Background: an optimization exercise with open tools, aiming at small area. Do not read the settings as production practice.
Function was checked by simulation only, so behaviour that the tests miss may differ from the original.
Power figures rest on the tool's default switching activity, not on a simulated workload.

--- flow/config.mk ---
export PLATFORM = sky130hd
export DESIGN_NAME = fpu_seq
export DESIGN_NICKNAME = fpu_seq
export VERILOG_FILES = /design/flow/design.v
export SDC_FILE = /design/flow/constraint.sdc
export NUM_CORES = 4
export LEC_CHECK = 0
export ABC_AREA = 1
export CAP_MARGIN = 20
export CORE_MARGIN = 2
export CORE_UTILIZATION = 40
export SLEW_MARGIN = 20
--- flow/constraint.sdc ---
create_clock -name core_clock -period 11.0 [get_ports {clk}]
set_input_delay 2.2000 -clock core_clock [delete_from_list [all_inputs] [get_ports {clk}]]
set_output_delay 2.2000 -clock core_clock [all_outputs]
set_load 0.01 [all_outputs]
--- flow/design.v ---
package fpu_pkg;
  localparam logic [1:0] OP_NONE = 2'b00;
  localparam logic [1:0] OP_FADD = 2'b01;
  localparam logic [1:0] OP_FMUL = 2'b10;
  localparam logic [1:0] OP_RSVD = 2'b11;
endpackage
module fpu_seq (
  input  logic        clk,
  input  logic        reset,
  input  logic        Start,
  input  logic [1:0]  FPUOp,
  input  logic [31:0] SrcA,
  input  logic [31:0] SrcB,
  output logic [31:0] Result,
  output logic        Done,
  output logic        Busy,
  output logic [3:0]  FPUFlags
);
  localparam logic [3:0] S_IDLE = 4'd0;
  localparam logic [3:0] S_A1   = 4'd1;   
  localparam logic [3:0] S_A2   = 4'd2;   
  localparam logic [3:0] S_A3   = 4'd3;   
  localparam logic [3:0] S_AL   = 4'd4;   
  localparam logic [3:0] S_ML   = 4'd5;   
  localparam logic [3:0] S_M4   = 4'd6;   
  localparam logic [3:0] S_NORM = 4'd7;   
  localparam logic [3:0] S_PACK = 4'd8;   
  localparam logic [3:0] S_RSV  = 4'd9;   
  localparam logic [3:0] S_DONE = 4'd10;
  logic [3:0]  r_state;
  logic [3:0]  w_next;
  logic [31:0] r_a;
  logic [31:0] r_b;
  logic [25:0] r_acc;
  logic [9:0]  r_ex;
  logic        r_swap;
  logic [7:0] w_eA, w_eB;
  logic       w_hA, w_hB, w_infA, w_infB;
  assign w_eA   = r_a[30:23];
  assign w_eB   = r_b[30:23];
  assign w_hA   = |w_eA;
  assign w_hB   = |w_eB;
  assign w_infA = &w_eA;
  assign w_infB = &w_eB;
  logic w_accZ, w_exNZ;
  assign w_accZ = ~|r_acc;
  assign w_exNZ = |r_ex;
  assign Result   = {r_a[31], r_ex[7:0], r_acc[23:1]};
  assign FPUFlags = {r_a[31], ~|r_ex[7:0], 1'b0, &r_ex[7:0]};
  assign Done     = (r_state == S_DONE);
  assign Busy     = (r_state != S_IDLE);
  logic        w_ySelB;    
  logic        w_yEn;      
  logic        w_sub;
  logic [24:0] w_x, w_y;
  logic [25:0] w_sum;
  logic        w_neg;
  assign w_x = r_acc[25:1] ^ {25{w_sub}};
  assign w_y = {w_yEn, (w_ySelB ? r_b[22:0] : r_a[22:0]) & {23{w_yEn}}, 1'b0};
  logic [25:0] w_c;
  assign w_c[0] = w_sub;
  for (genvar i = 0; i < 25; i++) begin : g_add
    assign w_sum[i]  = w_x[i] ^ w_y[i] ^ w_c[i];
    assign w_c[i+1]  = (w_x[i] & w_y[i]) | (w_c[i] & (w_x[i] ^ w_y[i]));
  end
  assign w_sum[25] = w_c[25];
  assign w_neg = w_sub & ~w_sum[25];
  logic [9:0] w_p, w_q, w_exSum;
  logic       w_cin;
  logic [10:0] w_ec;
  assign w_ec[0] = w_cin;
  for (genvar i = 0; i < 10; i++) begin : g_eadd
    assign w_exSum[i] = w_p[i] ^ w_q[i] ^ w_ec[i];
    assign w_ec[i+1]  = (w_p[i] & w_q[i]) | (w_ec[i] & (w_p[i] ^ w_q[i]));
  end
  logic w_ovf, w_unf, w_special;
  assign w_ovf     = ~r_ex[9] & (r_ex[8] | (&r_ex[7:0]));
  assign w_unf     = r_ex[9] | ~w_exNZ;
  assign w_special = (r_state == S_RSV) | w_infA | w_infB;
  logic       w_accept;
  logic [1:0] w_accOp;    
  logic       w_accNan;
  logic       w_bShift;
  logic [1:0] w_signOp;   
  assign w_accept = (r_state == S_IDLE) && Start && (FPUOp != 2'b00);
  always_comb begin
    w_next   = r_state;
    w_ySelB  = 1'b0;
    w_yEn    = 1'b0;
    w_sub    = 1'b0;
    w_p      = r_ex;
    w_q      = 10'd0;
    w_cin    = 1'b0;
    w_accOp  = 2'd0;
    w_accNan = 1'b0;
    w_bShift = 1'b0;
    w_signOp = 2'd0;
    case (r_state)
      S_IDLE: begin
        w_accOp = 2'd3;
        w_p     = 10'd0;
        w_q     = 10'h3E8;         
        if (w_accept) begin
          case (FPUOp)
            2'b01:   w_next = S_A1;
            2'b10:   w_next = S_ML;
            default: w_next = S_RSV;
          endcase
        end
      end
      S_A1: begin
        w_p    = {2'b00, w_eA};
        w_q    = {2'b11, ~w_eB};
        w_cin  = 1'b1;
        w_next = S_A2;
      end
      S_A2: begin
        w_ySelB = ~r_swap;
        w_yEn   = r_swap ? w_hA : w_hB;
        w_accOp = 2'd1;
        w_next  = S_A3;
      end
      S_A3: begin
        w_accOp = 2'd2;
        w_next  = S_AL;
      end
      S_AL: begin
        if (w_exNZ && !w_accZ) begin
          w_accOp = 2'd1;
          w_q     = {{9{~r_ex[9]}}, 1'b1};
        end else begin
          w_ySelB = r_swap;
          w_yEn   = r_swap ? w_hB : w_hA;
          w_sub   = r_a[31] ^ r_b[31];
          if (w_neg) begin
            w_accOp = 2'd3;
            w_next  = S_A2;
          end else begin
            w_accOp  = 2'd1;
            w_p      = r_swap ? {2'b00, w_eB} : {2'b00, w_eA};
            w_signOp = 2'd2;
            w_next   = S_NORM;
          end
        end
      end
      S_ML: begin
        if (w_exNZ) begin
          w_yEn    = r_b[0] & w_hA & w_hB;
          w_accOp  = 2'd1;
          w_cin    = 1'b1;
          w_bShift = 1'b1;
        end else begin
          w_p    = {2'b00, w_eA};
          w_q    = {2'b00, w_eB};
          w_next = S_M4;
        end
      end
      S_M4: begin
        w_q      = 10'h381;        
        w_signOp = 2'd1;
        w_next   = S_NORM;
      end
      S_NORM: begin
        if (r_acc[25]) begin
          w_accOp = 2'd1;
          w_cin   = 1'b1;
          w_next  = S_PACK;
        end else if (!r_acc[24] && !w_accZ) begin
          w_accOp = 2'd2;
          w_q     = 10'h3FF;
        end else begin
          w_next = S_PACK;
        end
      end
      S_PACK, S_RSV: begin
        w_next = S_DONE;
        if (w_special) begin
          w_accOp  = 2'd3;
          w_accNan = 1'b1;
          w_p      = 10'd0;
          w_q      = 10'h0FF;
          w_signOp = 2'd3;
        end else if (!r_acc[24]) begin
          w_accOp  = 2'd3;
          w_p      = 10'd0;
          w_signOp = 2'd3;
        end else if (w_ovf) begin
          w_accOp  = 2'd3;
          w_p      = 10'd0;
          w_q      = 10'h0FF;
        end else if (w_unf) begin
          w_accOp  = 2'd3;
          w_p      = 10'd0;
          w_signOp = 2'd3;
        end
      end
      S_DONE: begin
        w_next = S_IDLE;
      end
      default: w_next = S_IDLE;
    endcase
  end
  always_ff @(posedge clk) begin
    if (!reset) r_state <= S_IDLE;
    else        r_state <= w_next;
  end
  always_ff @(posedge clk) begin
    r_ex <= w_exSum;
    case (w_accOp)
      2'd1:    r_acc <= {w_sum[25] & ~w_sub, w_sum[24:0]};
      2'd2:    r_acc <= {r_acc[24:0], 1'b0};
      2'd3:    r_acc <= {2'b00, w_accNan, 23'd0};
      default: ;
    endcase
    if (r_state == S_A1) r_swap <= w_exSum[9];
    else if (r_state == S_AL && w_neg) r_swap <= ~r_swap;
    if (w_accept) begin
      r_a <= SrcA;
      r_b <= SrcB;
    end else begin
      if (w_bShift) r_b[22:0] <= {w_hB, r_b[22:1]};
      case (w_signOp)
        2'd1:    r_a[31] <= r_a[31] ^ r_b[31];
        2'd2:    r_a[31] <= r_swap ? r_b[31] : r_a[31];
        2'd3:    r_a[31] <= 1'b0;
        default: ;
      endcase
    end
  end
endmodule
--- flow/run.sh ---
#!/bin/bash
# synth_recipe.tcl (not shown) runs the flow's synth.tcl, then flattens the netlist and writes it again
# the make line also repeats each setting of config.mk as NAME=value (left out here)
make -C /OpenROAD-flow-scripts/flow DESIGN_CONFIG=/design/flow/config.mk WORK_HOME=/design/flow/orfs CLKGATE_MAP_FILE= SYNTH_SCRIPT=/design/flow/synth_recipe.tcl finish
==> results.py, run 1 <==
metrics = {
    "outcome": {
        "status": "complete, but fails checks",
        "violations": "setup timing",
    },
    "logic_synthesis": {
        "synth_seq_cells": 105,
        "yosysWarnings": 1,
        "synth-edff-count": 91,
        "synthCells": 755,
        "synth_area_sq_mm": 0.00677,
        "async_flop_share_pct": 0,
        "synth_fp_nets": 862,
        "synth-seq-area-share_pct": 44.5,
        "syn-mean-instance-area_sq_um": 8.97,
        "synth_cell_types": 39,
        "ys.flop_type": "edfxtp_1",
    },
    "sta": {
        "rsz0062_at_grt": "yes",
        "slew_violations": 0,
        "min_period_over_period_pct": 124,
        "setup_viol": 33,
        "worstMarginPinSlew_ns": 0.966,
        "fin_skew_ns": 0.0118,
        "relSlewSlack_pct": 35.4,
        "final_hold_viol_count": 0,
        "fmax_ghz": 0.0733,
        "period_minus_slack_ns": 13.64,
        "final.setup.tns_ns": -15.49,
        "worst_slack_ns": -2.64,
    },
    "clocking": {
        "clock_latency_ns": 0.36,
        "cts_tree": "done",
        "path_clk_slew_ns": 0.08,
        "cts.sinks": 105,
        "cts_buffers": 9,
        "cts-root-buf": "clkbuf_16",
        "h-tree-depth": 3,
        "cts_buffer_depth": 2,
        "hold_buffers": 0,
    },
    "global_route": {
        "grt_pass1_wl_um": 27500,
        "grtUsageMet1_pct": 29.0,
        "grt_antenna_before_repair": 0,
        "grtUsageMet2_pct": 29.3,
        "busiest_layer": "met2",
        "grt_pass1_vias": 5430,
        "grt_max_degree": 68,
        "gr-total-overflow": 0,
        "grt_use_met3_pct": 2.72,
        "track_usage_pct": 19.4,
    },
    "detailed_routing": {
        "vias": 5679,
        "totalWireLength_um": 17700,
        "wl_per_cell_um": 15.1,
        "vias_per_cell": 4.83,
        "drt_iter0_markers": 316,
        "drt_pass1_iterations": 6,
        "ant_nets": 0,
        "drc": 0,
    },
    "setup_path": {
        "critical_path_class": "register to register",
        "rr_endpoint": "r_swap",
        "crit_path_end_kind": "register",
        "crit_path_start_kind": "register",
        "ff2ff_setup_slack_ns": -2.64,
        "rr_worst_depth": 59,
        "cp.arrival_ns": 13.76,
        "required_ns": 11.13,
        "cp_slowest_cell": "edfxtp_1",
        "path_max_fanout": 5,
        "max_stage_delay_ns": 0.41,
        "crit_top_cell": "fa_2",
        "worstReg2RegStart": "r_acc[18]",
    },
    "cells_and_area": {
        "num_antenna_cells": 0,
        "final_util_pct": 56.6,
        "register_area_sq_mm": 0.00301,
        "drive_gt1_share_pct": 26.4,
        "synthToLayoutAreaGrowth_pct": 38.6,
        "multiInputGateArea_sq_mm": 0.00321,
        "num-fill-cells": 1458,
        "nNetsFinal": 1058,
        "fin_area_sq_mm": 0.00939,
    },
    "power": {
        "power.internal_mw": 1.42,
        "pwr-share-seq_pct": 29.5,
        "pwr-share-comb_pct": 57.0,
        "power.total_mw": 2.38,
        "power.ir.vdd_worst_uv": 117,
        "cellLeakagePower_nw": 3.99,
        "pwr-share-clk_pct": 13.6,
        "p_sw_share_pct": 40.2,
        "power_density_mw_per_mm2": 253,
        "p_sw_uw": 955,
    },
    "place": {
        "io_buffers": 105,
        "routabilityCongestion": 0.889,
        "place_hpwl_um": 13000,
        "dpl_cell_area_sq_mm": 0.00871,
    },
    "hold_path": {
        "min_path_type": "register to register",
        "hold_path_end": "r_state[2]",
        "whs_path_depth": 2,
        "min_from": "r_state[2]",
    },
    "floorplan": {
        "start_util_pct": 40.8,
        "dieArea_sq_mm": 0.0180,
        "die_h_um": 134,
        "ios": 107,
        "fp-row-count": 47,
        "die_w_um": 134,
        "core_sq_mm": 0.0166,
    },
    "flow_run": {
        "cap_violations": 0,
    },
}
cell usage in the layout (no fill, tap or decap), drive strengths merged, types with 3 or more instances in the layout:
| cell | instances |
|---|---|
| a21oi | 30 |
| a31oi | 3 |
| buf | 130 |
| clkbuf | 15 |
| clkdlybuf4s50 | 105 |
| dfxtp | 14 |
| edfxtp | 91 |
| fa | 33 |
| ha | 5 |
| inv | 97 |
| nand2 | 215 |
| nand3 | 45 |
| nand4 | 14 |
| nor2 | 58 |
| nor3 | 7 |
| o211ai | 13 |
| o21ai | 44 |
| or2 | 3 |
| xnor2 | 20 |
| xor2 | 4 |
sequential cells by signal, summed over array words and instances, names as in the netlist:
name	flops
r_a	32
r_acc	26
r_b	32
r_ex	10
r_state	4
r_swap	1
stage by stage:
| step | hold WS (ns) | setup slack, ns | instances |
|---|---|---|---|
| finish | 0.520 | -2.64 | 1176 |
| global route | 0.531 | -3.14 | 1176 |
| CTS | 0.519 | -2.58 | 1161 |
| detailed placement | 0.507 | -2.66 | 1138 |
| global placement | 0.499 | -2.53 | 1138 |
| floorplan | 0.482 | -2.28 | 755 |
power by group through the flow:
stage               Combinational [mW]  Sequential, mW  Clock, mW
finish                            1.35           0.700      0.323
global route                      1.49           0.716      0.342
CTS                               1.17           0.700      0.328
detailed placement                1.15           0.708          0
global placement                  1.13           0.703          0
floorplan                        0.724           0.713          0
cells in the mapped netlist, types with 2 or more instances:
cell,instances,area share (%)
a21oi_1,30,2.2
a31oi_1,3,0.28
buf_2,7,0.52
buf_4,38,4.2
buf_6,5,0.83
clkbuf_1,5,0.28
dfxtp_1,14,4.1
edfxtp_1,91,40
fa_1,33,9.8
ha_1,5,0.92
inv_1,88,4.9
inv_2,4,0.22
nand2_1,207,11
nand2_2,6,0.55
nand2_4,2,0.33
nand3_1,40,3.0
nand3_2,4,0.59
nand4_1,14,1.3
nor2_1,50,2.8
nor2_2,6,0.55
nor2_4,2,0.33
nor3_1,6,0.44
nor3b_2,2,0.37
o211ai_1,13,1.4
o21ai_0,19,1.4
o21ai_1,19,1.4
o21ai_2,6,0.78
or2_2,3,0.28
xnor2_1,20,2.6
xor2_1,4,0.52
final cells by class:
type,instances,share of cell area [%]
timing repair buffer,241,23.9
clock inverter,7,0.706
tap,220,2.93
inverter,92,3.71
sequential,105,32.1
clock buffer,9,2.40
multi-input combinational,502,34.2
what timing repair did:
action                     in CTS  in global routing
pin swaps                       5                  7
gates resized for setup         6                 20
setup endpoints to repair      12                 68
buffers inserted                7                  6
gates cloned                    0                  9
worst max-delay path: cells and delay by family (launching register included):
| family | cells | cell delay (ns) |
|---|---|---|
| AO/OA/AOI/OAI | 3 | 0.23 |
| buffers and inverters | 6 | 0.33 |
| flip-flops | 1 | 0.41 |
| AND/OR/NAND/NOR | 17 | 1.34 |
| adder cells (fa/ha/maj) | 33 | 11.05 |
routing by layer:
metal	wire length [um]	part of all wire [%]
met1	8590	49
met2	7840	44
met3	971	5.5
met4	307	1.7
met5	0	0
kinds of logic (layout without fill, tap and decap cells):
logic type | Yosys count | count (layout) | share of synthesized area, %
DFF | 105 | 105 | 44.5
adders and majority gates | 38 | 38 | 10.7
and+or+nand+nor | 346 | 346 | 22.6
AOI/OAI and AO/OA | 93 | 93 | 8.05
buffers and inverters | 148 | 349 | 11.0
xor gates and xnor gates | 24 | 24 | 3.10
other | 1 | 1 | 0.0554
how the worst max path moves through the flow:
stage / from / end / depth (start not counted)
3_3_place_gp: r_acc[24] / r_swap / 57
3_5_place_dp: r_acc[24] / r_swap / 57
6_report: r_acc[18] / r_swap / 59
4_1_cts: r_acc[4] / r_swap / 59
5_1_grt: r_acc[6] / r_swap / 59
2_1_floorplan: r_acc[17] / r_swap / 59
==> run 2: changes to the inputs <==
--- a/flow/design.v
+++ b/flow/design.v
@@ -28,4 +28,7 @@
   localparam logic [3:0] S_RSV  = 4'd9;   
   localparam logic [3:0] S_DONE = 4'd10;
+  localparam logic [3:0] S_A5   = 4'd11;  
+  localparam logic [3:0] S_A6   = 4'd12;  
+  localparam logic [3:0] S_M3   = 4'd13;  
   logic [3:0]  r_state;
   logic [3:0]  w_next;
@@ -55,5 +58,4 @@
   logic [24:0] w_x, w_y;
   logic [25:0] w_sum;
-  logic        w_neg;
   assign w_x = r_acc[25:1] ^ {25{w_sub}};
   assign w_y = {w_yEn, (w_ySelB ? r_b[22:0] : r_a[22:0]) & {23{w_yEn}}, 1'b0};
@@ -65,5 +67,6 @@
   end
   assign w_sum[25] = w_c[25];
-  assign w_neg = w_sub & ~w_sum[25];
+  logic w_redo;
+  assign w_redo = r_acc[25] & (r_a[31] ^ r_b[31]);
   logic [9:0] w_p, w_q, w_exSum;
   logic       w_cin;
@@ -110,4 +113,5 @@
       end
       S_A1: begin
+        w_accOp = 2'd3;
         w_p    = {2'b00, w_eA};
         w_q    = {2'b11, ~w_eB};
@@ -130,29 +134,30 @@
           w_q     = {{9{~r_ex[9]}}, 1'b1};
         end else begin
-          w_ySelB = r_swap;
-          w_yEn   = r_swap ? w_hB : w_hA;
-          w_sub   = r_a[31] ^ r_b[31];
-          if (w_neg) begin
-            w_accOp = 2'd3;
-            w_next  = S_A2;
-          end else begin
-            w_accOp  = 2'd1;
-            w_p      = r_swap ? {2'b00, w_eB} : {2'b00, w_eA};
-            w_signOp = 2'd2;
-            w_next   = S_NORM;
-          end
-        end
+          w_next  = S_A5;
+        end
+      end
+      S_A5: begin
+        w_ySelB  = r_swap;
+        w_yEn    = r_swap ? w_hB : w_hA;
+        w_sub    = r_a[31] ^ r_b[31];
+        w_accOp  = 2'd1;
+        w_p      = r_swap ? {2'b00, w_eB} : {2'b00, w_eA};
+        w_signOp = 2'd2;
+        w_next   = S_A6;
+      end
+      S_A6: begin
+        w_next = w_redo ? S_A1 : S_NORM;
       end
       S_ML: begin
-        if (w_exNZ) begin
-          w_yEn    = r_b[0] & w_hA & w_hB;
-          w_accOp  = 2'd1;
-          w_cin    = 1'b1;
-          w_bShift = 1'b1;
-        end else begin
-          w_p    = {2'b00, w_eA};
-          w_q    = {2'b00, w_eB};
-          w_next = S_M4;
-        end
+        w_yEn    = r_b[0] & w_hA & w_hB;
+        w_accOp  = 2'd1;
+        w_cin    = 1'b1;
+        w_bShift = 1'b1;
+        if (&r_ex) w_next = S_M3;
+      end
+      S_M3: begin
+        w_p    = {2'b00, w_eA};
+        w_q    = {2'b00, w_eB};
+        w_next = S_M4;
       end
       S_M4: begin
@@ -208,11 +213,12 @@
     r_ex <= w_exSum;
     case (w_accOp)
-      2'd1:    r_acc <= {w_sum[25] & ~w_sub, w_sum[24:0]};
+      2'd1:    r_acc <= {w_sum[25] ^ w_sub, w_sum[24:0]};
       2'd2:    r_acc <= {r_acc[24:0], 1'b0};
       2'd3:    r_acc <= {2'b00, w_accNan, 23'd0};
       default: ;
     endcase
-    if (r_state == S_A1) r_swap <= w_exSum[9];
-    else if (r_state == S_AL && w_neg) r_swap <= ~r_swap;
+    if (r_state == S_IDLE)    r_swap <= 1'b0;
+    else if (r_state == S_A1) r_swap <= r_swap | w_exSum[9];
+    else if (r_state == S_A6) r_swap <= r_swap ^ w_redo;
     if (w_accept) begin
       r_a <= SrcA;
--- a/flow/config.mk
+++ b/flow/config.mk
@@ -7,6 +7,6 @@
 export LEC_CHECK = 0
 export ABC_AREA = 1
-export CAP_MARGIN = 20
+export CAP_MARGIN = 0
 export CORE_MARGIN = 2
 export CORE_UTILIZATION = 40
-export SLEW_MARGIN = 20
+export SLEW_MARGIN = 0
==> run 2 against run 1 <==
Compared with the run above: via count decreased by 12%; die area decreased by 3.8%; area after synthesis is 3.9% lower; power decreased by 8.8%; sequential share of layout area increased by 5.6 points; the run now finishes clean; sequential power up 3.3%; worst hold slack improved by 0.023 ns; flip-flop and latch count is the same; largest cell class is now sequential cells; design area decreased by 15%; utilization down 6.3 points; synthesized cell count decreased by 6.0%; clock-buffer cell count did not move.
==> results.py, run 2 <==
metrics = {
    "outcome": {
        "status": "finished clean",
    },
    "logic_synthesis": {
        "synthCells": 710,
        "ys.flop_type": "edfxtp_1",
        "yosysWarnings": 1,
        "synth_cell_types": 42,
        "synth_most_common_cell": "nand2_1",
        "async_flop_share_pct": 0,
        "synth-edff-count": 90,
        "yosysTopAreaCell": "edfxtp_1",
        "synth_top_area_share_pct": 41.5,
        "yosys-top-cells-area": "edfxtp_1 (41%), nand2_1 (13%), fa_1 (10%)",
        "synth_fp_nets": 817,
        "synth-seq-area-share_pct": 46.1,
        "synth_area_sq_mm": 0.00651,
        "synth_seq_cells": 105,
        "syn-mean-instance-area_sq_um": 9.17,
        "synth_common_cells": "nand2_1 (218), edfxtp_1 (90), inv_1 (85)",
    },
    "global_route": {
        "grt_antenna_before_repair": 0,
        "gr-total-overflow": 0,
        "grt_use_met3_pct": 2.82,
        "grtUsageMet1_pct": 28.4,
        "track_usage_pct": 19.1,
        "grt_max_degree": 67,
        "grt_pass1_vias": 4996,
        "grt_pass1_wl_um": 26200,
        "grtUsageMet2_pct": 28.9,
        "busiest_layer": "met2",
    },
    "cells_and_area": {
        "top_regs": "r_a x32, r_b x32, r_acc x26",
        "final_common_cell": "nand2_1",
        "fin_area_sq_mm": 0.00798,
        "nNetsFinal": 899,
        "drive_gt1_share_pct": 11.2,
        "final_cells": 1013,
        "final_cell_mix": "nand2_1 (218), clkdlybuf4s50_1 (105), edfxtp_1 (90), inv_1 (82), nor2_1 (45)",
        "num-fill-cells": 1521,
        "num_antenna_cells": 0,
        "synthToLayoutAreaGrowth_pct": 22.6,
    },
    "detailed_routing": {
        "vias_per_cell": 4.94,
        "totalWireLength_um": 16300,
        "wl_per_cell_um": 16.1,
        "drt_iter0_markers": 392,
        "drc": 0,
        "vias": 5002,
        "ant_nets": 0,
        "drt_pass1_iterations": 5,
    },
    "floorplan": {
        "ios": 107,
        "die_h_um": 132,
        "start_util_pct": 41.0,
        "fp-row-count": 46,
        "die_w_um": 132,
        "core_sq_mm": 0.0159,
        "dieArea_sq_mm": 0.0173,
    },
    "clocking": {
        "path_clk_slew_ns": 0.07,
        "postCtsSetupRepairBufs": 0,
        "cts.sinks": 105,
        "cts-root-buf": "clkbuf_16",
        "cts_tree": "done",
        "cts_buffer_depth": 2,
        "clock_latency_ns": 0.35,
        "h-tree-depth": 3,
        "cts_buffers": 9,
        "hold_buffers": 0,
    },
    "power": {
        "cellLeakagePower_nw": 3.20,
        "power.ir.vdd_worst_uv": 103,
        "power_density_mw_per_mm2": 272,
    },
    "setup_path": {
        "cp_slowest_cell": "fa_1",
        "path_max_fanout": 4,
        "required_ns": 11.08,
        "critical_path_class": "register to register",
        "crit_path_end_kind": "register",
        "crit_top_cell": "fa_2",
        "crit_path_start_kind": "register",
        "max_stage_delay_ns": 0.43,
        "cp.arrival_ns": 10.64,
    },
    "sta": {
        "period_minus_slack_ns": 10.57,
        "fmax_ghz": 0.0946,
        "rsz0062_at_grt": "no",
        "setup_viol": 0,
        "relSlewSlack_pct": 33.2,
        "slew_violations": 0,
        "min_period_over_period_pct": 96.1,
        "worstMarginPinSlew_ns": 1.00,
        "final_hold_viol_count": 0,
        "fin_skew_ns": 0.00741,
    },
    "flow_run": {
        "cap_violations": 0,
    },
    "place": {
        "io_buffers": 105,
        "routabilityCongestion": 0.886,
        "place_hpwl_um": 12700,
        "placedCellCount": 997,
        "dpl_cell_area_sq_mm": 0.00763,
    },
    "hold_path": {
        "min_path_type": "register to register",
    },
}
==> run 2: area by class of cell <==
class | instances | area, sq um | area share, %
multi-input cells | 462 | 2870 | 35.9
well taps | 216 | 270 | 3.39
clock inverters | 7 | 92.6 | 1.16
repair buffers | 121 | 1170 | 14.7
clock buffers | 9 | 225 | 2.82
flip-flops and latches | 105 | 3010 | 37.7
inverters | 93 | 349 | 4.37
==> run 2: metrics by stage <==
step           TNS, ns  worst slack [ns]  utilization [%]  total power, mW  hold WS, ns
3_5_place_dp   -0.0711           -0.0711             48.1             1.82        0.522
5_1_grt              0            0.0528             50.3             2.34        0.558
2_1_floorplan        0            0.0556                -             1.50        0.473
3_3_place_gp         0            0.0839             48.1             1.80        0.521
4_1_cts              0            0.0305             50.1             2.18        0.532
6_report             0             0.434             50.3             2.17        0.543
==> run 2: worst max-delay path: cells and delay by family, from the launching register on <==
| family | cells | cell delay (ns) |
|---|---|---|
| simple gates | 5 | 0.41 |
| buf+inv | 9 | 0.58 |
| xor+xnor | 1 | 0.18 |
| flops | 1 | 0.36 |
| compound gates | 3 | 0.42 |
| fa+ha+maj | 24 | 8.33 |
==> run 2: path summary, 6_finish.rpt <==
check / start / to / slack, ns / depth (start not counted)
max: r_state[3] / r_acc[25] / 0.43 / 42
min: r_swap / r_swap / 0.54 / 2
max reg2reg: r_state[3] / r_acc[25] / 0.43 / 42
min reg2reg: r_swap / r_swap / 0.54 / 2
==> run 2: where the power goes <==
group	internal, mW	switching (mW)
registers	0.629	0.0944
logic	0.403	0.693
clock network	0.200	0.149
total	1.23	0.936
==> run 2: cell families (layout without fill, tap and decap cells) <==
family          after synthesis  count (layout)  share of synthesized area (%)
compound gates               76              76                           7.44
xor+xnor                     26              26                           3.50
fa+ha+maj                    38              38                           11.1
buf+inv                     143             230                           10.8
flops                       105             105                           46.1
other cells                   1               1                         0.0576
simple gates                321             321                           21.0
==> run 2: repair_timing <==
action                                  in CTS  in global routing
resized for setup                            3                 12
pin swaps                                    2                 14
endpoints found under the setup margin       2                  2
==> run 2: routing by layer <==
layer	part of all wire [%]	up-vias
met3	5.3	16
met5	0	-
met4	1.4	0
met1	49	2394
met2	44	156
li1	-	2436
==> run 3: changes to the inputs <==
--- a/flow/config.mk
+++ b/flow/config.mk
@@ -7,6 +7,6 @@
 export LEC_CHECK = 0
 export ABC_AREA = 1
-export CAP_MARGIN = 0
+export CAP_MARGIN = 20
 export CORE_MARGIN = 2
 export CORE_UTILIZATION = 40
-export SLEW_MARGIN = 0
+export SLEW_MARGIN = 20
==> run 3 against run 2 <==
Compared with the run above: flip-flop and latch count is the same; synthesized cell count unchanged; worst setup slack stayed put; first-iteration DRC count unchanged; die area stayed put; clock power about the same; sequential power about the same; critical path depth stayed put; clock-buffer cell count did not move.
==> results.py, run 3 <==
metrics = {
    "detailed_routing": {
        "drt_iter0_markers": 392,
        "drc": 0,
        "ant_nets": 0,
        "wl_per_cell_um": 16.1,
        "vias": 5002,
        "totalWireLength_um": 16300,
        "vias_per_cell": 4.94,
        "drt_pass1_iterations": 5,
    },
    "setup_path": {
        "crit_path_end_kind": "register",
        "required_ns": 11.08,
        "crit_path_start_kind": "register",
        "cp-startpoint": "r_state[3]",
        "path_max_fanout": 4,
        "critical_path_class": "register to register",
        "crit_top_cell": "fa_2",
        "worstReg2RegStart": "r_state[3]",
        "max_stage_delay_ns": 0.43,
        "critPathCapture": "r_acc[25]",
        "rr_worst_depth": 42,
        "cp_slowest_cell": "fa_1",
        "rr_endpoint": "r_acc[25]",
        "ff2ff_setup_slack_ns": 0.43,
        "cp.arrival_ns": 10.64,
    },
    "power": {
        "cellLeakagePower_nw": 3.20,
        "power.ir.vdd_worst_uv": 103,
        "power_density_mw_per_mm2": 272,
    },
    "global_route": {
        "grt_pass1_vias": 4996,
        "gr-total-overflow": 0,
        "track_usage_pct": 19.1,
        "grt_pass1_wl_um": 26200,
        "grt_antenna_before_repair": 0,
        "grt_max_degree": 67,
    },
    "logic_synthesis": {
        "synth_fp_nets": 817,
        "synth_area_sq_mm": 0.00651,
        "synthCells": 710,
        "syn-mean-instance-area_sq_um": 9.17,
        "synth_cell_types": 42,
        "yosysWarnings": 1,
        "synth-seq-area-share_pct": 46.1,
        "yosysTopAreaCell": "edfxtp_1",
        "async_flop_share_pct": 0,
        "synth_most_common_cell": "nand2_1",
        "synth-edff-count": 90,
        "synth_top_area_share_pct": 41.5,
        "synth_seq_cells": 105,
        "synth_common_cells": "nand2_1 (218), edfxtp_1 (90), inv_1 (85)",
        "ys.flop_type": "edfxtp_1",
        "yosys-top-cells-area": "edfxtp_1 (41%), nand2_1 (13%), fa_1 (10%)",
    },
    "floorplan": {
        "die_w_um": 132,
        "die_h_um": 132,
        "ios": 107,
        "start_util_pct": 41.0,
        "fp-row-count": 46,
        "dieArea_sq_mm": 0.0173,
        "core_sq_mm": 0.0159,
    },
    "clocking": {
        "cts.sinks": 105,
        "postCtsSetupRepairBufs": 0,
        "h-tree-depth": 3,
        "clock_latency_ns": 0.35,
        "cts_buffer_depth": 2,
        "cts-root-buf": "clkbuf_16",
        "cts_buffers": 9,
        "path_clk_slew_ns": 0.07,
        "cts_tree": "done",
        "hold_buffers": 0,
    },
    "cells_and_area": {
        "num-fill-cells": 1521,
        "final_common_cell": "nand2_1",
        "num_antenna_cells": 0,
        "synthToLayoutAreaGrowth_pct": 22.6,
        "final_cell_mix": "nand2_1 (218), clkdlybuf4s50_1 (105), edfxtp_1 (90), inv_1 (82), nor2_1 (45)",
        "register_area_sq_mm": 0.00301,
        "top_regs": "r_a x32, r_b x32, r_acc x26",
        "multiInputGateArea_sq_mm": 0.00287,
        "drive_gt1_share_pct": 11.2,
        "nNetsFinal": 899,
        "fin_area_sq_mm": 0.00798,
    },
    "sta": {
        "hold-worst-slack_ns": 0.543,
        "final.setup.tns_ns": 0,
        "setup_viol": 0,
        "worstMarginPinSlew_ns": 1.00,
        "min_period_over_period_pct": 96.1,
        "final_hold_viol_count": 0,
        "period_minus_slack_ns": 10.57,
        "fmax_ghz": 0.0946,
        "slew_violations": 0,
        "rsz0062_at_grt": "no",
        "relSlewSlack_pct": 33.2,
        "fin_skew_ns": 0.00741,
    },
    "place": {
        "routabilityCongestion": 0.886,
        "io_buffers": 105,
        "place_hpwl_um": 12700,
        "dpl_cell_area_sq_mm": 0.00763,
    },
    "hold_path": {
        "min_path_type": "register to register",
    },
    "flow_run": {
        "cap_violations": 0,
    },
    "outcome": {
        "status": "finished clean",
    },
}
-- run 3: cell counts in the layout (fill, tap and decap cells not counted) --
Identical to the previous run, type by type.
-- run 3: timing repair --
action	4_1_cts	5_1_grt
endpoints found under the setup margin	2	2
resized for setup	3	12
hold endpoints to repair	0	0
pin swaps	2	14
-- run 3: per-stage QoR --
step / instances / total power, mW / setup slack (ns) / util, %
floorplan: 710 / 1.50 / 0.0556 / -
global placement: 997 / 1.80 / 0.0839 / 48.1
detailed placement: 997 / 1.82 / -0.0711 / 48.1
CTS: 1013 / 2.18 / 0.0305 / 50.1
global route: 1013 / 2.34 / 0.0528 / 50.3
finish: 1013 / 2.17 / 0.434 / 50.3
-- run 3: how the worst min path moves through the flow --
| stage | start | end | slack, ns | cells after the start |
|---|---|---|---|---|
| final | r_swap | r_swap | 0.54 | 2 |
| after global routing | r_swap | r_swap | 0.56 | 2 |
| after CTS | r_swap | r_swap | 0.53 | 2 |
| after detailed placement | r_swap | r_swap | 0.52 | 2 |
| after global placement | r_swap | r_swap | 0.52 | 2 |
| after floorplan | r_swap | r_swap | 0.47 | 2 |
-- run 3: cells by family after synthesis --
group / count (synthesis) / synth area share [%]
XOR/XNOR: 26 / 3.50
flip-flops: 105 / 46.1
other: 1 / 0.0576
adder cells (fa/ha/maj): 38 / 11.1
AO/OA/AOI/OAI: 76 / 7.44
AND/OR/NAND/NOR: 321 / 21.0
buffers and inverters: 143 / 10.8
-- run 3: critical path: cells and delay by family, from the launching register on --
family | cells | cell delay [ns]
AOI/OAI and AO/OA | 3 | 0.42
xor gates and xnor gates | 1 | 0.18
adders and majority gates | 24 | 8.33
buffers and inverters | 9 | 0.58
DFF | 1 | 0.36
and+or+nand+nor | 5 | 0.41
-- run 3: metal layers --
metal / wire length, um / vias to the layer above / GRT usage (%)
li1: - / 2436 / -
met1: 7980 / 2394 / 28.4
met2: 7230 / 156 / 28.9
met3: 860 / 16 / 2.82
met4: 224 / 0 / 5.92
met5: 0 / - / 0
-- run 3: report_power, final --
part           total [mW]  internal [mW]  switching (mW)  leakage, nW
clock network       0.349          0.200           0.149        0.157
registers           0.723          0.629          0.0944         1.02
logic                1.10          0.403           0.693         2.03
total                2.17           1.23           0.936         3.20
-- run 3: final cells by class --
type / count / area share, %
clock buffer: 9 / 2.82
multi-input combinational: 462 / 35.9
sequential: 105 / 37.7
tap: 216 / 3.39
timing repair buffer: 121 / 14.7
clock inverter: 7 / 1.16
inverter: 93 / 4.37
==> run 4: changes to the inputs <==
==> flow/flow/run.sh (new file) <==
#!/bin/bash
set -euo pipefail
export BUFFER_PORTS_ARGS="-buffer_cell sky130_fd_sc_hd__buf_1"
bash standard.sh > standard_flow.log 2>&1
==> flow/standard.sh (new file) <==
#!/bin/bash
# synth_recipe.tcl (not shown) runs the flow's synth.tcl, then flattens the netlist and writes it again
# the make line also repeats each setting of config.mk as NAME=value (left out here)
make -C /OpenROAD-flow-scripts/flow DESIGN_CONFIG=/design/flow/config.mk WORK_HOME=/design/flow/orfs CLKGATE_MAP_FILE= SYNTH_SCRIPT=/design/flow/synth_recipe.tcl "${@:-finish}"
--- a/flow/config.mk
+++ b/flow/config.mk
@@ -7,6 +7,6 @@
 export LEC_CHECK = 0
 export ABC_AREA = 1
-export CAP_MARGIN = 20
+export CAP_MARGIN = 0
 export CORE_MARGIN = 2
-export CORE_UTILIZATION = 40
-export SLEW_MARGIN = 20
+export CORE_UTILIZATION = 65
+export SLEW_MARGIN = 0
removed: flow/run.sh
==> run 4 against run 3 <==
Compared with the run above: synthesized cell count is the same; via count grew 2.2%; flip-flop and latch count unchanged; combinational power decreased by 7%; design area decreased by 11%; utilization increased by 23 points; register-to-register slack about the same; global-route usage grew 9.6 points; critical path type unchanged; largest power group unchanged; highest routed layer unchanged.
==> results.py, run 4 <==
metrics = {
    "logic_synthesis": {
        "yosysWarnings": 1,
        "synth_cell_types": 42,
        "synth-edff-count": 90,
        "synth_seq_cells": 105,
        "synth-seq-area-share_pct": 46.1,
        "synth_common_cells": "nand2_1 (218), edfxtp_1 (90), inv_1 (85)",
        "synth_fp_nets": 817,
        "yosysTopAreaCell": "edfxtp_1",
        "async_flop_share_pct": 0,
        "syn-mean-instance-area_sq_um": 9.17,
        "synth_top_area_share_pct": 41.5,
        "synth_most_common_cell": "nand2_1",
        "synth_area_sq_mm": 0.00651,
        "synthCells": 710,
        "yosys-top-cells-area": "edfxtp_1 (41%), nand2_1 (13%), fa_1 (10%)",
        "ys.flop_type": "edfxtp_1",
    },
    "setup_path": {
        "ff2ff_setup_slack_ns": 0.44,
        "max_stage_delay_ns": 0.57,
        "rr_worst_depth": 39,
        "cp-startpoint": "r_state[3]",
        "required_ns": 11.10,
        "crit_path_start_kind": "register",
        "crit_top_cell": "fa_2",
        "crit_path_end_kind": "register",
        "cp.arrival_ns": 10.67,
        "cp_slowest_cell": "fa_2",
        "path_max_fanout": 3,
        "rr_endpoint": "r_acc[24]",
        "worstReg2RegStart": "r_state[3]",
        "critical_path_class": "register to register",
    },
    "cells_and_area": {
        "synthToLayoutAreaGrowth_pct": 9.09,
        "num_antenna_cells": 0,
        "register_area_sq_mm": 0.00301,
        "drive_gt1_share_pct": 11.5,
        "multiInputGateArea_sq_mm": 0.00287,
        "num-fill-cells": 763,
        "top_regs": "r_a x32, r_b x32, r_acc x26",
        "final_cell_mix": "nand2_1 (218), buf_1 (105), edfxtp_1 (90), inv_1 (82), nor2_1 (46)",
        "nNetsFinal": 900,
        "final_common_cell": "nand2_1",
    },
    "global_route": {
        "grt_pass1_vias": 4946,
        "grt_antenna_before_repair": 0,
        "grt_max_degree": 67,
        "gr-total-overflow": 0,
        "grt_pass1_wl_um": 24500,
        "track_usage_pct": 28.7,
    },
    "hold_path": {
        "min_from": "r_swap",
        "whs_path_depth": 2,
        "hold_path_end": "r_swap",
        "min_path_type": "register to register",
    },
    "power": {
        "power.ir.vdd_worst_uv": 183,
        "cellLeakagePower_nw": 2.87,
        "power_density_mw_per_mm2": 280,
    },
    "outcome": {
        "status": "finished clean",
    },
    "place": {
        "io_buffers": 105,
        "place_hpwl_um": 11200,
        "routabilityCongestion": 1.01,
        "post-place-ws_ns": -0.107,
    },
    "sta": {
        "worstMarginPinSlew_ns": 0.992,
        "final.setup.tns_ns": 0,
        "setup_viol": 0,
        "period_minus_slack_ns": 10.56,
        "worst_slack_ns": 0.436,
        "fin_skew_ns": 0.0163,
        "slew_violations": 0,
        "min_period_over_period_pct": 96.0,
        "relSlewSlack_pct": 33.7,
        "final_hold_viol_count": 0,
        "fmax_ghz": 0.0947,
    },
    "floorplan": {
        "core_sq_mm": 0.00973,
        "start_util_pct": 66.9,
        "die_w_um": 104,
        "fp-row-count": 36,
        "die_h_um": 104,
        "dieArea_sq_mm": 0.0108,
        "ios": 107,
    },
    "clocking": {
        "hold_buffers": 0,
        "cts_buffer_depth": 2,
        "clock_latency_ns": 0.38,
        "cts_tree": "done",
        "path_clk_slew_ns": 0.11,
        "cts.sinks": 105,
        "cts_buffers": 9,
        "h-tree-depth": 3,
        "cts-root-buf": "clkbuf_8",
    },
    "detailed_routing": {
        "wl_per_cell_um": 15.9,
        "drt_iter0_markers": 376,
        "totalWireLength_um": 14800,
        "vias_per_cell": 5.49,
        "vias": 5114,
        "drc": 0,
        "ant_nets": 0,
        "drt_pass1_iterations": 7,
    },
    "flow_run": {
        "cap_violations": 0,
    },
}
## run 4: changes by cell type in the layout (fill, tap and decap cells not counted), moves of 3 or more
cell / previous run / this run
fa_1: 15 / 12
fa_2: 18 / 21
clkbuf_16: 9 / 0
buf_1: 0 / 105
clkdlybuf4s50_1: 105 / 0
clkbuf_8: 0 / 9
dfxtp_2: 4 / 1
## run 4: kinds of logic (layout without fill, tap and decap cells)
logic type / after synthesis / in the layout / share of synthesized area, %
and+or+nand+nor: 321 / 321 / 21.0
buffers and inverters: 143 / 231 / 10.8
DFF: 105 / 105 / 46.1
AOI/OAI and AO/OA: 76 / 76 / 7.44
adders and majority gates: 38 / 38 / 11.1
xor gates and xnor gates: 26 / 26 / 3.50
other: 1 / 1 / 0.0576
## run 4: layer usage
| metal | track usage (%) | wire [um] |
|---|---|---|
| met1 | 44.3 | 6960 |
| met2 | 42.6 | 6490 |
| met3 | 4.32 | 1160 |
| met4 | 8.49 | 204 |
| met5 | 0 | 0 |
## run 4: area by class of cell
cell class              instances  share of cell area (%)
flip-flops and latches        105                    42.3
multi-input cells             462                    40.3
repair buffers                122                    7.34
inverters                      93                    4.91
well taps                     133                    2.34
clock buffers                   9                    1.74
clock inverters                 7                   0.969
## run 4: repair_timing
action                     CTS  global route
setup endpoints to repair    2             3
setup buffers                2             0
pin swaps                    3            14
resized for setup            5            10
## run 4: per-stage QoR
step	util [%]	area [sq um]	hold WS (ns)	cells	power, mW
after detailed placement	70.6	6870	0.509	913	1.72
final	73.0	7100	0.524	931	1.99
after global placement	70.6	6870	0.496	913	1.68
after global routing	73.0	7100	0.551	931	2.15
after floorplan	-	6550	0.473	710	1.50
after CTS	72.8	7090	0.526	931	1.97
## run 4: worst max path at each step
stage	slack, ns	cells after the start	end
after floorplan	0.06	42	r_acc[25]
after global placement	0.1	42	r_acc[25]
after detailed placement	-0.11	42	r_acc[25]
after CTS	0.03	42	r_acc[25]
after global routing	-0.0006	40	r_acc[25]
final	0.44	39	r_acc[24]
## run 4: where the power goes
group | leakage, nW | switching (mW) | internal, mW
clock | 0.0954 | 0.140 | 0.105
combinational | 1.76 | 0.691 | 0.332
sequential | 1.02 | 0.0913 | 0.628
total | 2.87 | 0.923 | 1.06
## run 4: critical path, delay by kind of cell, from the launching register on
family | cells | cell delay [ns]
adder cells (fa/ha/maj) | 24 | 8.48
buffers and inverters | 8 | 0.62
AO/OA/AOI/OAI | 2 | 0.34
AND/OR/NAND/NOR | 5 | 0.51
flip-flops | 1 | 0.37
==> run 5: changes to the inputs <==
==> flow/flow/run.sh (replaced) <==
#!/bin/bash
# The standard layout with two changes:
#  - synthesis maps the logic with an area-oriented ABC script (flow/area.abc);
#    registers are untouched, so they are the standard synthesis's registers;
#  - the port buffers use the smallest buffer cell.
set -euo pipefail
W=$(pwd)
sed "s#^source \$::env(SCRIPTS_DIR)/synth_preamble.tcl#&\nset abc_args [list -script $W/flow/area.abc {*}[lrange \$abc_args 2 end]]#" \
  "$FLOW_HOME/scripts/synth.tcl" > my_synth.tcl
grep -q "flow/area.abc" my_synth.tcl
sed "s#source \$::env(SCRIPTS_DIR)/synth.tcl#source $W/my_synth.tcl#" synth_recipe.tcl > my_synth_recipe.tcl
grep -q "my_synth.tcl" my_synth_recipe.tcl
sed "s#SYNTH_SCRIPT=[^ ]*#SYNTH_SCRIPT=$W/my_synth_recipe.tcl#" standard.sh > my_standard.sh
grep -q "my_synth_recipe.tcl" my_standard.sh
export BUFFER_PORTS_ARGS="-buffer_cell sky130_fd_sc_hd__buf_1"
bash my_standard.sh > standard_flow.log 2>&1
==> flow/flow/area.abc (new file) <==
strash
&get -n
&st
&dch
&nf -R 1000
&st
&dch
&nf -R 1000
&put
topo
==> run 5 against run 4 <==
Compared with the run above: clock power rose by 2%; clock skew rose by 0.0041 ns; area after synthesis fell by 7.3%; via count fell by 7.8%; largest cell class unchanged; clock-buffer cell count did not move; critical path depth did not move; largest power group unchanged.
==> results.py, run 5 <==
metrics = {
    "outcome": {
        "status": "finished clean",
    },
    "sta": {
        "fin_skew_ns": 0.0204,
        "final_hold_viol_count": 0,
        "fmax_ghz": 0.0932,
        "period_minus_slack_ns": 10.73,
        "worst_slack_ns": 0.266,
        "worstMarginPinSlew_ns": 1.29,
        "setup_viol": 0,
        "relSlewSlack_pct": 14.0,
        "min_period_over_period_pct": 97.6,
        "slew_violations": 0,
        "final.setup.tns_ns": 0,
    },
    "cells_and_area": {
        "final_cell_mix": "nand2_1 (159), buf_1 (105), edfxtp_1 (90), clkinv_1 (25), o21ai_0 (25)",
        "fin_area_sq_mm": 0.00678,
        "num_antenna_cells": 0,
        "final_common_cell": "nand2_1",
        "synthToLayoutAreaGrowth_pct": 12.3,
        "num-fill-cells": 631,
        "nNetsFinal": 785,
        "drive_gt1_share_pct": 11.3,
        "top_regs": "r_a x32, r_b x32, r_acc x26",
    },
    "power": {
        "power.total_mw": 1.88,
        "power.ir.vdd_worst_uv": 138,
        "power_density_mw_per_mm2": 277,
        "cellLeakagePower_nw": 2.38,
    },
    "global_route": {
        "busiest_layer": "met1",
        "track_usage_pct": 28.9,
        "grt_pass1_vias": 4282,
        "grt_use_met3_pct": 7.03,
        "grt_max_degree": 63,
        "gr-total-overflow": 0,
        "grt_antenna_before_repair": 0,
        "grtUsageMet2_pct": 42.0,
        "grtUsageMet1_pct": 45.1,
        "grt_pass1_wl_um": 22000,
    },
    "place": {
        "dpl_cell_area_sq_mm": 0.00648,
        "routabilityCongestion": 0.900,
        "io_buffers": 105,
        "post-place-ws_ns": -0.0618,
        "place_hpwl_um": 10200,
    },
    "logic_synthesis": {
        "synth_fp_nets": 684,
        "yosysWarnings": 1,
        "synth-seq-area-share_pct": 49.7,
        "ys.flop_type": "edfxtp_1",
        "synth_cell_types": 41,
        "async_flop_share_pct": 0,
        "synth_most_common_cell": "nand2_1",
        "synth_top_area_share_pct": 44.8,
        "synth_area_sq_mm": 0.00604,
        "yosysTopAreaCell": "edfxtp_1",
        "synth_common_cells": "nand2_1 (161), edfxtp_1 (90), buf_4 (34)",
        "yosys-top-cells-area": "edfxtp_1 (45%), fa_1 (11%), nand2_1 (10%)",
        "synthCells": 577,
        "syn-mean-instance-area_sq_um": 10.5,
        "synth_seq_cells": 105,
        "synth-edff-count": 90,
    },
    "setup_path": {
        "worstReg2RegStart": "r_state[1]",
        "rr_endpoint": "r_acc[25]",
        "crit_path_end_kind": "register",
        "cp.arrival_ns": 10.82,
        "rr_worst_depth": 39,
        "crit_top_cell": "fa_2",
        "critPathBufInv": 7,
        "required_ns": 11.09,
        "crit_path_start_kind": "register",
        "critical_path_class": "register to register",
        "cp_slowest_cell": "fa_1",
        "critPathTopFamily": "adder cells",
        "path_max_fanout": 5,
        "max_stage_delay_ns": 0.42,
        "ff2ff_setup_slack_ns": 0.27,
    },
    "clocking": {
        "hold_buffers": 0,
        "cts-root-buf": "clkbuf_8",
        "cts_tree": "done",
        "cts.sinks": 105,
        "cts_buffers": 9,
        "clock_latency_ns": 0.37,
        "cts_buffer_depth": 2,
        "path_clk_slew_ns": 0.12,
        "h-tree-depth": 3,
    },
    "floorplan": {
        "die_h_um": 100,
        "core_sq_mm": 0.00911,
        "start_util_pct": 66.3,
        "fp-row-count": 35,
        "ios": 107,
        "die_w_um": 100,
        "dieArea_sq_mm": 0.0101,
    },
    "hold_path": {
        "whs_path_depth": 2,
        "min_from": "r_b[10]",
        "min_path_type": "register to register",
        "hold_path_end": "r_b[9]",
    },
    "detailed_routing": {
        "ant_nets": 0,
        "drt_pass1_iterations": 6,
        "wl_per_cell_um": 17.6,
        "drc": 0,
        "totalWireLength_um": 13900,
        "vias_per_cell": 5.94,
        "drt_iter0_markers": 412,
        "vias": 4713,
    },
    "flow_run": {
        "cap_violations": 0,
    },
}
[run 5: per-layer routing]
metal  routed length, um  share of wire [%]
met1                6050                 43
met2                6110                 44
met3                1620                 12
met4                 159                1.1
met5                   0                  0
[run 5: worst max path at each step]
stage | from | endpoint | cells past startpoint
3_5_place_dp | r_state[0] | r_acc[25] | 40
3_3_place_gp | r_state[0] | r_acc[25] | 40
4_1_cts | r_state[1] | r_acc[25] | 40
6_report | r_state[1] | r_acc[25] | 39
2_1_floorplan | r_state[0] | r_acc[25] | 38
5_1_grt | r_state[1] | r_acc[24] | 38
[run 5: logic make-up (layout without fill, tap and decap cells)]
| group | count (synthesis) | after routing | synth area share (%) |
|---|---|---|---|
| AND/OR/NAND/NOR | 237 | 237 | 16.7 |
| flip-flops | 105 | 105 | 49.7 |
| adder cells (fa/ha/maj) | 38 | 38 | 12.0 |
| buffers and inverters | 64 | 170 | 6.09 |
| AO/OA/AOI/OAI | 102 | 102 | 11.0 |
| XOR/XNOR | 30 | 30 | 4.35 |
| other | 1 | 1 | 0.0621 |
[run 5: through the flow]
stage               hold slack, ns  instances  util [%]
floorplan                    0.498        577         -
global placement             0.523        769      71.1
detailed placement           0.530        769      71.1
CTS                          0.556        791      74.0
global route                 0.600        794      74.5
finish                       0.560        794      74.5
[run 5: cell type report]
cell class / count / area [sq um] / share of cell area [%]
multi-input combinational: 408 / 2780 / 40.9
timing repair buffer: 124 / 537 / 7.91
sequential: 105 / 3010 / 44.4
tap: 111 / 139 / 2.05
clock buffer: 9 / 124 / 1.83
inverter: 30 / 113 / 1.66
clock inverter: 7 / 85.1 / 1.25
[run 5: tightest hold or removal path, stage by stage (launching register included)]
cell      delay (ns)
edfxtp_1        0.36
nand2_1         0.05
nand2_1         0.06
[run 5: where the power goes]
| part | internal [mW] | switching (mW) |
|---|---|---|
| Combinational | 0.318 | 0.565 |
| Clock | 0.109 | 0.142 |
| Sequential | 0.629 | 0.118 |
| Total | 1.06 | 0.824 |
[run 5: timing repair]
action	in CTS	in global routing
setup buffers	6	3
pin swaps	2	21
gates resized for setup	4	13
cloned	0	0
endpoints found under the setup margin	2	2
==> run 6: changes to the inputs <==
--- a/flow/design.v
+++ b/flow/design.v
@@ -31,4 +31,6 @@
   localparam logic [3:0] S_A6   = 4'd12;  
   localparam logic [3:0] S_M3   = 4'd13;  
+  localparam logic [3:0] S_M3B  = 4'd14;
+  localparam logic [3:0] S_A0   = 4'd15;
   logic [3:0]  r_state;
   logic [3:0]  w_next;
@@ -106,5 +108,5 @@
         if (w_accept) begin
           case (FPUOp)
-            2'b01:   w_next = S_A1;
+            2'b01:   w_next = S_A0;
             2'b10:   w_next = S_ML;
             default: w_next = S_RSV;
@@ -112,7 +114,12 @@
         end
       end
+      S_A0: begin
+        w_accOp = 2'd3;
+        w_p     = 10'd0;
+        w_q     = {2'b00, w_eA};
+        w_next  = S_A1;
+      end
       S_A1: begin
         w_accOp = 2'd3;
-        w_p    = {2'b00, w_eA};
         w_q    = {2'b11, ~w_eB};
         w_cin  = 1'b1;
@@ -142,10 +149,11 @@
         w_sub    = r_a[31] ^ r_b[31];
         w_accOp  = 2'd1;
-        w_p      = r_swap ? {2'b00, w_eB} : {2'b00, w_eA};
+        w_p      = 10'd0;
+        w_q      = r_swap ? {2'b00, w_eB} : {2'b00, w_eA};
         w_signOp = 2'd2;
         w_next   = S_A6;
       end
       S_A6: begin
-        w_next = w_redo ? S_A1 : S_NORM;
+        w_next = w_redo ? S_A0 : S_NORM;
       end
       S_ML: begin
@@ -157,5 +165,9 @@
       end
       S_M3: begin
-        w_p    = {2'b00, w_eA};
+        w_p    = 10'd0;
+        w_q    = {2'b00, w_eA};
+        w_next = S_M3B;
+      end
+      S_M3B: begin
         w_q    = {2'b00, w_eB};
         w_next = S_M4;
@@ -221,5 +233,5 @@
     else if (r_state == S_A1) r_swap <= r_swap | w_exSum[9];
     else if (r_state == S_A6) r_swap <= r_swap ^ w_redo;
-    if (w_accept) begin
+    if (r_state == S_IDLE) begin
       r_a <= SrcA;
       r_b <= SrcB;
--- a/flow/flow/run.sh
+++ b/flow/flow/run.sh
@@ -14,3 +14,4 @@
 grep -q "my_synth_recipe.tcl" my_standard.sh
 export BUFFER_PORTS_ARGS="-buffer_cell sky130_fd_sc_hd__buf_1"
+export CTS_ARGS="-sink_clustering_enable -repair_clock_nets -dont_use_dummy_load -sink_clustering_size 30 -sink_clustering_max_diameter 80"
 bash my_standard.sh > standard_flow.log 2>&1
==> run 6 against run 5 <==
Compared with the run above: largest cell class unchanged; highest routed layer unchanged; sequential share of layout area grew 0.54 points; utilization grew 1.5 points; largest power group unchanged; critical path depth shrank 7.
==> results.py, run 6 <==
metrics = {
    "sta": {
        "final.setup.tns_ns": 0,
        "worstMarginPinSlew_ns": 1.26,
        "final_hold_viol_count": 0,
        "slew_violations": 0,
        "min_period_over_period_pct": 96.8,
        "period_minus_slack_ns": 10.65,
        "fmax_ghz": 0.0939,
        "worst_slack_ns": 0.349,
        "fin_skew_ns": 0.0421,
        "hold-worst-slack_ns": 0.541,
        "rsz0062_at_grt": "no",
        "setup_viol": 0,
        "relSlewSlack_pct": 15.8,
    },
    "clocking": {
        "cts_buffers": 9,
        "h-tree-depth": 3,
        "path_clk_slew_ns": 0.12,
        "clock_latency_ns": 0.39,
        "cts_buffer_depth": 2,
        "cts_tree": "done",
        "hold_buffers": 0,
        "cts-root-buf": "clkbuf_8",
        "cts.sinks": 105,
    },
    "detailed_routing": {
        "drc": 0,
        "topRoutingLayerUsed": "met4",
        "wl_met2_um": 6090,
        "totalWireLength_um": 13900,
        "drt_pass1_iterations": 5,
        "met1Wirelength_um": 6350,
        "vias": 4708,
        "drt_iter0_markers": 410,
        "wl_per_cell_um": 17.9,
        "wl_met3_um": 1250,
        "vias_per_cell": 6.07,
        "ant_nets": 0,
    },
    "power": {
        "power_density_mw_per_mm2": 308,
        "power.internal_mw": 1.15,
        "pwr-share-seq_pct": 42.4,
        "pwr-share-comb_pct": 48.1,
        "cellLeakagePower_nw": 2.61,
        "power.ir.vdd_worst_uv": 157,
        "p_sw_share_pct": 44.3,
        "pwr-share-clk_pct": 9.4,
        "p_sw_uw": 911,
    },
    "logic_synthesis": {
        "synth_fp_nets": 668,
        "syn-mean-instance-area_sq_um": 10.6,
        "synthSimpleGateAreaFrac_pct": 17.5,
        "synth_top_area_share_pct": 45.2,
        "synth-seq-area-share_pct": 50.2,
        "yosysWarnings": 1,
        "synth_most_common_cell": "nand2_1",
        "muxShareOfSynthArea_pct": 0,
        "synthCells": 562,
        "synth-edff-count": 90,
        "async_flop_share_pct": 0,
        "ys.flop_type": "edfxtp_1",
        "synth_top_family_by_area": "simple AND/OR/NAND/NOR gates",
        "synth_common_cells": "nand2_1 (148), edfxtp_1 (90), a21oi_1 (37)",
        "synth_xor_area_share_pct": 4.25,
        "synth_compound_area_share_pct": 10.7,
        "yosys-top-cells-area": "edfxtp_1 (45%), fa_1 (11%), nand2_1 (9.3%)",
        "synthAdderAreaFrac_pct": 11.9,
        "synth_area_sq_mm": 0.00598,
        "synth_seq_cells": 105,
        "synth_cell_types": 39,
        "yosysTopAreaCell": "edfxtp_1",
    },
    "setup_path": {
        "critPathBufInv": 1,
        "cp-startpoint": "r_b[26]",
        "worstReg2RegStart": "r_b[26]",
        "crit_path_start_kind": "register",
        "path_max_fanout": 3,
        "critical_path_class": "register to register",
        "cp.arrival_ns": 10.86,
        "crit_path_end_kind": "register",
        "max_stage_delay_ns": 0.42,
        "required_ns": 11.20,
        "crit_top_cell": "fa_2",
        "cp_slowest_cell": "edfxtp_1",
        "critPathTopFamily": "adder cells",
    },
    "outcome": {
        "status": "finished clean",
    },
    "global_route": {
        "grt_max_degree": 67,
        "grt_pass1_vias": 4434,
        "track_usage_pct": 29.2,
        "grt_pass1_wl_um": 22200,
        "gr-total-overflow": 0,
        "grt_antenna_before_repair": 0,
    },
    "hold_path": {
        "min_from": "r_b[19]",
        "min_path_type": "register to register",
    },
    "place": {
        "dpl_cell_area_sq_mm": 0.00649,
        "place_hpwl_um": 10400,
        "placedCellCount": 762,
        "post-place-ws_ns": -0.0415,
        "routabilityCongestion": 1.01,
        "io_buffers": 105,
    },
    "floorplan": {
        "start_util_pct": 67.9,
        "die_h_um": 99.9,
        "die_w_um": 99.9,
        "ios": 107,
        "dieArea_sq_mm": 0.00998,
        "fp-row-count": 34,
        "core_sq_mm": 0.00881,
    },
    "cells_and_area": {
        "nNetsFinal": 775,
        "final_cells": 775,
        "multiInputGateArea_sq_mm": 0.00277,
        "drive_gt1_share_pct": 9.90,
        "register_area_sq_mm": 0.00300,
        "fin_area_sq_mm": 0.00669,
        "final_cell_mix": "nand2_1 (148), buf_1 (105), edfxtp_1 (90), a21oi_1 (35), nor2_1 (27)",
        "num_antenna_cells": 0,
        "top_regs": "r_a x32, r_b x32, r_acc x26",
        "final_common_cell": "nand2_1",
        "num-fill-cells": 649,
        "synthToLayoutAreaGrowth_pct": 11.8,
    },
    "flow_run": {
        "cap_violations": 0,
    },
}
==> run 6: cell count changes after synthesis, moves of 13 or more <==
cell and change:
a22o_1 +15, nand2_1 -13, a21oi_1 +14, xnor2_1 -17, xor2_1 +16, a21o_1 -18
==> run 6: what timing repair did <==
action	in CTS	in global routing
pin swaps	2	12
gates resized for setup	3	4
buffers inserted	2	2
endpoints found under the setup margin	2	3
endpoints found under the hold margin	0	0
==> run 6: worst reg2reg max path, delay by kind of cell (launching register included) <==
kind | cells | cell delay (ns)
AOI/OAI and AO/OA | 4 | 0.49
adders and majority gates | 24 | 8.83
buffers and inverters | 1 | 0.08
DFF | 1 | 0.42
and+or+nand+nor | 3 | 0.67
==> run 6: path summary, 6_finish.rpt <==
check / slack [ns] / depth (start not counted) / endpoint
max: 0.35 / 32 / r_acc[24]
min: 0.54 / 2 / r_b[18]
max reg2reg: 0.35 / 32 / r_acc[24]
min reg2reg: 0.54 / 2 / r_b[18]
==> run 6: metal layers <==
layer  vias up  global-route usage (%)
li1       2164                       -
met1      2257                    45.9
met2       268                    43.7
met3        19                    5.22
met4         0                    5.37
met5         -                       0
==> run 6: area by class of cell <==
class,instances,area share (%)
Timing Repair Buffer,130,8.76
Sequential cell,105,44.9
Clock buffer,9,1.85
Inverter,19,1.07
Tap cell,108,2.02
Multi-Input combinational cell,404,41.4
==> run 6: kinds of logic after synthesis <==
logic type | after synthesis
flops | 105
simple gates | 240
other cells | 1
buf+inv | 53
fa+ha+maj | 37
xor+xnor | 29
compound gates | 97
==> run 6: power by group through the flow <==
stage	Sequential [mW]	Clock, mW	Combinational [mW]
6_report	0.872	0.194	0.990
5_1_grt	0.895	0.209	1.10
4_1_cts	0.866	0.196	0.982
3_5_place_dp	0.873	0	0.971
3_3_place_gp	0.864	0	0.935
2_1_floorplan	0.839	0	0.721
==> run 6: metrics by stage <==
stage / util (%) / total power [mW]
floorplan: - / 1.56
CTS: 75.5 / 2.04
detailed placement: 73.8 / 1.84
finish: 75.9 / 2.06
global route: 75.9 / 2.21
global placement: 73.8 / 1.80
==> run 7: changes to the inputs <==
--- a/flow/flow/run.sh
+++ b/flow/flow/run.sh
@@ -14,4 +14,3 @@
 grep -q "my_synth_recipe.tcl" my_standard.sh
 export BUFFER_PORTS_ARGS="-buffer_cell sky130_fd_sc_hd__buf_1"
-export CTS_ARGS="-sink_clustering_enable -repair_clock_nets -dont_use_dummy_load -sink_clustering_size 30 -sink_clustering_max_diameter 80"
 bash my_standard.sh > standard_flow.log 2>&1
==> run 7 against run 6 <==
Compared with the run above: critical path depth stayed put; non-clock buffer count did not move; clock-buffer cell count did not move; critical path type unchanged; largest power group unchanged; via count is 0.87% higher; still clean; area after synthesis stayed put; flip-flop and latch count unchanged; synthesized cell count stayed put; clock skew is 0.028 ns lower.
==> results.py, run 7 <==
metrics = {
    "outcome": {
        "status": "finished clean",
    },
    "clocking": {
        "cts_buffers": 9,
        "cts.sinks": 105,
        "h-tree-depth": 3,
        "cts-root-buf": "clkbuf_8",
        "cts_tree": "done",
        "clock_latency_ns": 0.39,
        "path_clk_slew_ns": 0.12,
        "cts_buffer_depth": 2,
    },
    "power": {
        "power_density_mw_per_mm2": 313,
        "power.internal_mw": 1.16,
        "pwr-share-comb_pct": 47.1,
        "pwr-share-clk_pct": 11.7,
        "p_sw_share_pct": 45.0,
        "p_sw_uw": 952,
        "pwr-share-seq_pct": 41.3,
        "power.total_mw": 2.12,
        "power.ir.vdd_worst_uv": 158,
        "cellLeakagePower_nw": 2.65,
    },
    "logic_synthesis": {
        "synth-seq-area-share_pct": 50.2,
        "synthAdderAreaFrac_pct": 11.9,
        "ys.flop_type": "edfxtp_1",
        "synth_top_area_share_pct": 45.2,
        "muxShareOfSynthArea_pct": 0,
        "yosysTopAreaCell": "edfxtp_1",
        "synth_cell_types": 39,
        "synthCells": 562,
        "yosys-top-cells-area": "edfxtp_1 (45%), fa_1 (11%), nand2_1 (9.3%)",
        "yosysWarnings": 1,
        "synth_fp_nets": 668,
        "synth_seq_cells": 105,
        "synth-edff-count": 90,
        "async_flop_share_pct": 0,
        "synth_xor_area_share_pct": 4.25,
        "synthSimpleGateAreaFrac_pct": 17.5,
        "synth_area_sq_mm": 0.00598,
        "synth_compound_area_share_pct": 10.7,
        "syn-mean-instance-area_sq_um": 10.6,
        "synth_top_family_by_area": "simple AND/OR/NAND/NOR gates",
        "synth_most_common_cell": "nand2_1",
        "synth_common_cells": "nand2_1 (148), edfxtp_1 (90), a21oi_1 (37)",
    },
    "sta": {
        "final_hold_viol_count": 0,
        "hold-worst-slack_ns": 0.558,
        "min_period_over_period_pct": 96.9,
        "worstMarginPinSlew_ns": 1.30,
        "fmax_ghz": 0.0938,
        "slew_violations": 0,
        "fin_skew_ns": 0.0137,
        "period_minus_slack_ns": 10.66,
        "setup_viol": 0,
        "relSlewSlack_pct": 13.1,
    },
    "setup_path": {
        "required_ns": 11.23,
        "critPathBufInv": 1,
        "crit_path_end_kind": "register",
        "rr_worst_depth": 32,
        "critPathTopFamily": "adder cells",
        "critical_path_class": "register to register",
        "crit_top_cell": "fa_2",
        "cp.arrival_ns": 10.89,
        "path_max_fanout": 3,
        "crit_cells": 32,
        "cp_slowest_cell": "edfxtp_1",
        "max_stage_delay_ns": 0.45,
        "crit_path_start_kind": "register",
    },
    "cells_and_area": {
        "nNetsFinal": 775,
        "final_cells": 782,
        "final_common_cell": "nand2_1",
        "synthToLayoutAreaGrowth_pct": 13.1,
        "num_antenna_cells": 0,
        "fin_area_sq_mm": 0.00677,
        "top_regs": "r_a x32, r_b x32, r_acc x26",
        "final_cell_mix": "nand2_1 (148), buf_1 (105), edfxtp_1 (90), a21oi_1 (36), nor2_1 (27)",
        "drive_gt1_share_pct": 10.7,
    },
    "floorplan": {
        "dieArea_sq_mm": 0.00998,
        "start_util_pct": 67.9,
        "fp-row-count": 34,
        "core_sq_mm": 0.00881,
        "die_h_um": 99.9,
        "ios": 107,
        "die_w_um": 99.9,
    },
    "place": {
        "placedCellCount": 762,
        "io_buffers": 105,
        "place_hpwl_um": 10400,
        "dpl_cell_area_sq_mm": 0.00649,
        "routabilityCongestion": 1.01,
    },
    "global_route": {
        "grt_pass1_vias": 4475,
        "grt_pass1_wl_um": 22400,
        "track_usage_pct": 29.4,
        "grt_max_degree": 67,
        "gr-total-overflow": 0,
        "grt_antenna_before_repair": 0,
    },
    "detailed_routing": {
        "vias": 4749,
        "vias_per_cell": 6.07,
        "drt_pass1_iterations": 5,
        "wl_per_cell_um": 18.0,
        "totalWireLength_um": 14100,
        "drt_iter0_markers": 347,
        "ant_nets": 0,
        "drc": 0,
    },
    "flow_run": {
        "cap_violations": 0,
    },
    "hold_path": {
        "whs_path_depth": 2,
        "min_path_type": "register to register",
    },
}
run 7: cell counts after synthesis:
No cell type changed its count.
run 7: final cells by class:
| type | instances | area [sq um] |
|---|---|---|
| clock buffer | 9 | 124 |
| timing repair buffer | 130 | 586 |
| fill | 646 | 2040 |
| inverter | 19 | 71.3 |
| clock inverter | 7 | 82.6 |
| sequential | 105 | 3000 |
| multi-input combinational | 404 | 2760 |
| tap | 108 | 135 |
run 7: kinds of logic after synthesis:
family          count (synthesis)
other cells                     1
simple gates                  240
buf+inv                        53
fa+ha+maj                      37
compound gates                 97
flops                         105
xor+xnor                       29
run 7: final timing paths:
kind                start        end  slack, ns
setup / recovery  r_b[26]  r_acc[24]       0.34
setup reg to reg  r_b[26]  r_acc[24]       0.34
hold / removal    r_b[19]    r_b[18]       0.56
hold reg to reg   r_b[19]    r_b[18]       0.56
run 7: power groups by stage:
stage / clock network, mW / logic [mW] / registers, mW
after floorplan: 0 / 0.721 / 0.839
after global placement: 0 / 0.935 / 0.864
after detailed placement: 0 / 0.971 / 0.873
after CTS: 0.250 / 0.984 / 0.866
after global routing: 0.264 / 1.11 / 0.896
final: 0.247 / 0.996 / 0.874
run 7: worst min-delay path: stages, from the launching register on:
cell      delay [ns]
edfxtp_1        0.36
nand2_1         0.05
nand2_1         0.05
run 7: layer usage:
| metal | vias to the layer above | global-route usage, % | part of all wire, % | routed length, um |
|---|---|---|---|---|
| met3 | 11 | 5.43 | 8.9 | 1260 |
| met4 | 0 | 5.16 | 0.77 | 109 |
| met1 | 2290 | 46.2 | 46 | 6420 |
| li1 | 2173 | - | - | - |
| met2 | 275 | 44.0 | 45 | 6290 |
| met5 | - | 0 | 0 | 0 |
run 7: metrics by stage:
stage / util, % / worst slack, ns / TNS (ns)
after CTS: 76.4 / 0.00368 / 0
after global routing: 76.8 / -0.0353 / -0.0639
final: 76.8 / 0.339 / 0
after detailed placement: 73.8 / -0.0415 / -0.0821
after global placement: 73.8 / 0.0563 / 0
after floorplan: - / 0.0207 / 0
run 7: repair_timing:
item / 4_1_cts / 5_1_grt
pin swaps: 1 / 15
buffers inserted: 2 / 2
setup endpoints to repair: 2 / 3
gates resized for setup: 2 / 4
hold buffers: 0 / 0

Check on run 7: ideal ports give 0.339 ns setup slack; a clkbuf_16 on the clock port and buf_2 on the inputs give 0.339 ns; moving port delays by the midpoint clock arrival (0.415 ns) as well gives 0.339 ns.
